Context: an optimization exercise on an open-source flow, tuned for small area, a short achievable clock period and few clock cycles per item. The choices shown serve that exercise and are no tape-out recipe. Only simulation tests tie the RTL to the original design; equivalence was not proved. No activity file was given, so power comes from the tool's default toggle rates.

Setup of the baseline:
Design hash_search, start of the top module:
module hash_search (
    input  logic                                  clk,
    input  logic                                  reset,
    input  logic                                  load_valid,
    input  logic [hash_search_pkg::pattern_w-1:0] load_data,
    input  logic                                  query_start,
    input  logic [hash_search_pkg::pattern_w-1:0] query_data,
    output logic                                  busy,
    output logic                                  done,
    output logic [1:0]                            match_count,
    output logic [hash_search_pkg::pattern_w-1:0] match0,
    output logic [hash_search_pkg::pattern_w-1:0] match1,
    output logic [hash_search_pkg::pattern_w-1:0] match2,
    output logic [3:0]                            dist0,
    output logic [3:0]                            dist1,
    output logic [3:0]                            dist2
);
Size in the first run: about 10,000 cells after synthesis, about 2,500 flip-flops, roughly 60 I/O pins.
==> flow/config.mk <==
export PLATFORM = sky130hd
export DESIGN_NAME = hash_search
export DESIGN_NICKNAME = hash_search
export VERILOG_FILES = /design/flow/design.v
export SDC_FILE = /design/flow/constraint.sdc
export NUM_CORES = 4
export LEC_CHECK = 0
export ABC_AREA = 1
export CAP_MARGIN = 20
export CELL_PAD_IN_SITES_DETAIL_PLACEMENT = 0
export CELL_PAD_IN_SITES_GLOBAL_PLACEMENT = 1
export CORE_MARGIN = 2
export CORE_UTILIZATION = 45
export CTS_BUF_LIST = sky130_fd_sc_hd__clkbuf_4 sky130_fd_sc_hd__clkbuf_8
export PLACE_DENSITY = 0.7
export SETUP_SLACK_MARGIN = 5
export SLEW_MARGIN = 20
==> flow/constraint.sdc <==
create_clock -name core_clock -period 10.0 [get_ports {clk}]
set_input_delay 2.0000 -clock core_clock [delete_from_list [all_inputs] [get_ports {clk}]]
set_output_delay 2.0000 -clock core_clock [all_outputs]
set_load 0.01 [all_outputs]
run.sh (not shown) runs the stock make flow with config.mk's settings and CLKGATE_MAP_FILE= SYNTH_SCRIPT=/design/flow/synth_recipe.tcl, a recipe that flattens the netlist after the stock synthesis.
Testbench counts of the baseline, summed over its fixed seeds: cycles 8,795, queries 2,400.
Modified inputs, the candidate compared to the baseline
# the baseline
export LEC_CHECK = 0
export ABC_AREA = 1
export CAP_MARGIN = 20
export CELL_PAD_IN_SITES_DETAIL_PLACEMENT = 0
export CELL_PAD_IN_SITES_GLOBAL_PLACEMENT = 1
export CORE_MARGIN = 2
export CORE_UTILIZATION = 45
export CTS_BUF_LIST = sky130_fd_sc_hd__clkbuf_4 sky130_fd_sc_hd__clkbuf_8
export PLACE_DENSITY = 0.7
export SETUP_SLACK_MARGIN = 5
export SLEW_MARGIN = 20
create_clock -name core_clock -period 10.0 [get_ports {clk}]
# the candidate
export LEC_CHECK = 0
export ABC_AREA = 1
export CAP_MARGIN = 20
export CELL_PAD_IN_SITES_DETAIL_PLACEMENT = 1
export CELL_PAD_IN_SITES_GLOBAL_PLACEMENT = 2
export CORE_MARGIN = 2
export CORE_UTILIZATION = 50
export CTS_BUF_LIST = sky130_fd_sc_hd__clkbuf_4 sky130_fd_sc_hd__clkbuf_8
export PLACE_DENSITY = 0.62
export SETUP_SLACK_MARGIN = 5
export SLEW_MARGIN = 20
create_clock -name core_clock -period 10.0 [get_ports {clk}]
The candidate: count of plain and timing-repair buffers is 12 lower than what the baseline reported. The sequential share of layout area of the candidate is higher than that of the baseline. The candidate vs the baseline: pin count of the biggest net entering global routing up by a little under 10%. Register share of total power was lower in the run labelled the candidate. Taking the baseline as the reference point, the layout overhead on the synthesized area of the candidate falls by 0.59 points. The clock network power share on the baseline is in line with that on the candidate. The baseline reports its cell with the largest stage delay on the worst path as nor2_4 while the candidate reports nand2_1.

---

hash_search again, from the RTL that the note above started with.
==> flow/design.v (excerpt) <==
module hash_search (
    input  logic                                  clk,
    input  logic                                  reset,
    input  logic                                  load_valid,
    input  logic [hash_search_pkg::pattern_w-1:0] load_data,
    input  logic                                  query_start,
    input  logic [hash_search_pkg::pattern_w-1:0] query_data,
    output logic                                  busy,
    output logic                                  done,
    output logic [1:0]                            match_count,
    output logic [hash_search_pkg::pattern_w-1:0] match0,
    output logic [hash_search_pkg::pattern_w-1:0] match1,
    output logic [hash_search_pkg::pattern_w-1:0] match2,
    output logic [3:0]                            dist0,
    output logic [3:0]                            dist1,
    output logic [3:0]                            dist2
);
clock: 10.0 ns
lec_check: 0
cap_margin: 20
cell_pad_in_sites_detail_placement: 1
cell_pad_in_sites_global_placement: 2
core_margin: 2
core_utilization: 50
cts_buf_list: sky130_fd_sc_hd__clkbuf_4 sky130_fd_sc_hd__clkbuf_8
place_density: 0.62
setup_slack_margin: 5
slew_margin: 20
The starting point ran to the end with no violations.
Testbench counts at the start, summed over its fixed seeds: cycles 8,795, queries 2,400.
Change:
ABC_AREA = 1   (was not set)
CELL_PAD_IN_SITES_DETAIL_PLACEMENT = 0   (was 1)
CELL_PAD_IN_SITES_GLOBAL_PLACEMENT = 1   (was 2)
PLACE_DENSITY = 0.7   (was 0.62)
=>
- The new run ran to the end with no violations
- worst setup slack improves by 210 ps
- hold slack stays flat
- die area hardly moves
- synthesized area hardly moves
- utilization shrinks by 2.1 points
- wire length shrinks by about a fifth
- non-clock buffer count fell by 385
- count of clock-buffer cells in the layout went up by 33
- sequential share of layout area rises by 2.0 points
- clock skew fell by 6.3 ps
Change:
ABC_AREA = not set   (was 1)
After rerunning: Design area rises by 2.5%. Power rises by 12%. Utilization rises by 1.4 points. Clock-buffer cell count falls by 40. Combinational power rises by 32%. Wire length rises by 6.6%. Setup slack degrades by 230 ps.
Change:
CELL_PAD_IN_SITES_DETAIL_PLACEMENT = 1   (was 0)
CELL_PAD_IN_SITES_GLOBAL_PLACEMENT = 2   (was 1)
CORE_UTILIZATION = 55   (was 50)
PLACE_DENSITY = 0.66   (was 0.7)
After rerunning:
- total power went up by a few percent
- critical path depth went down by 1
- register-to-register slack degrades by 60 ps
- count of clock-buffer cells in the layout went up by 5

[static timing again, ports no longer ideal]
Ports are ideal in the flow. The routed layouts listed here were re-timed in OpenROAD. Step 1 assumes that a clkbuf_16 drives the clock port and a buf_2 every other input. Step 2, shift: input delay + t, output delay - t, t = (earliest + latest rising clock arrival at the registers) / 2. This alone moves slack from input paths to output paths. Three values: no drivers, after step 1, after step 2; two values: the first two.
| run | t, ns | slack for setup (ns) | worst setup path at the end | pins driven straight from the clock port |
|---|---|---|---|---|
| the baseline | 1.118 | 4.974 / 5.028 / 3.910 | input to register | 1 |
| the candidate | 1.169 | 4.997 / 5.052 / 3.883 | input to register | 1 |
| the first run of note 2 | 1.200 | 4.861 / 4.861 / 3.790 | input to register | 1 |
| the second run of note 2 | 1.143 | 5.069 / 5.072 / 3.968 | input to register | 1 |
| the third run of note 2 | 1.129 | 4.841 / 4.841 / 3.904 | input to register | 1 |
| the fourth run of note 2 | 1.157 | 4.784 / 4.784 / 3.705 | input to register | 1 |
After both steps every run listed still meets setup and hold. The setup slack of the candidate, which loses most, moves by +0.055 ns with the drivers and by -1.114 ns with both steps.
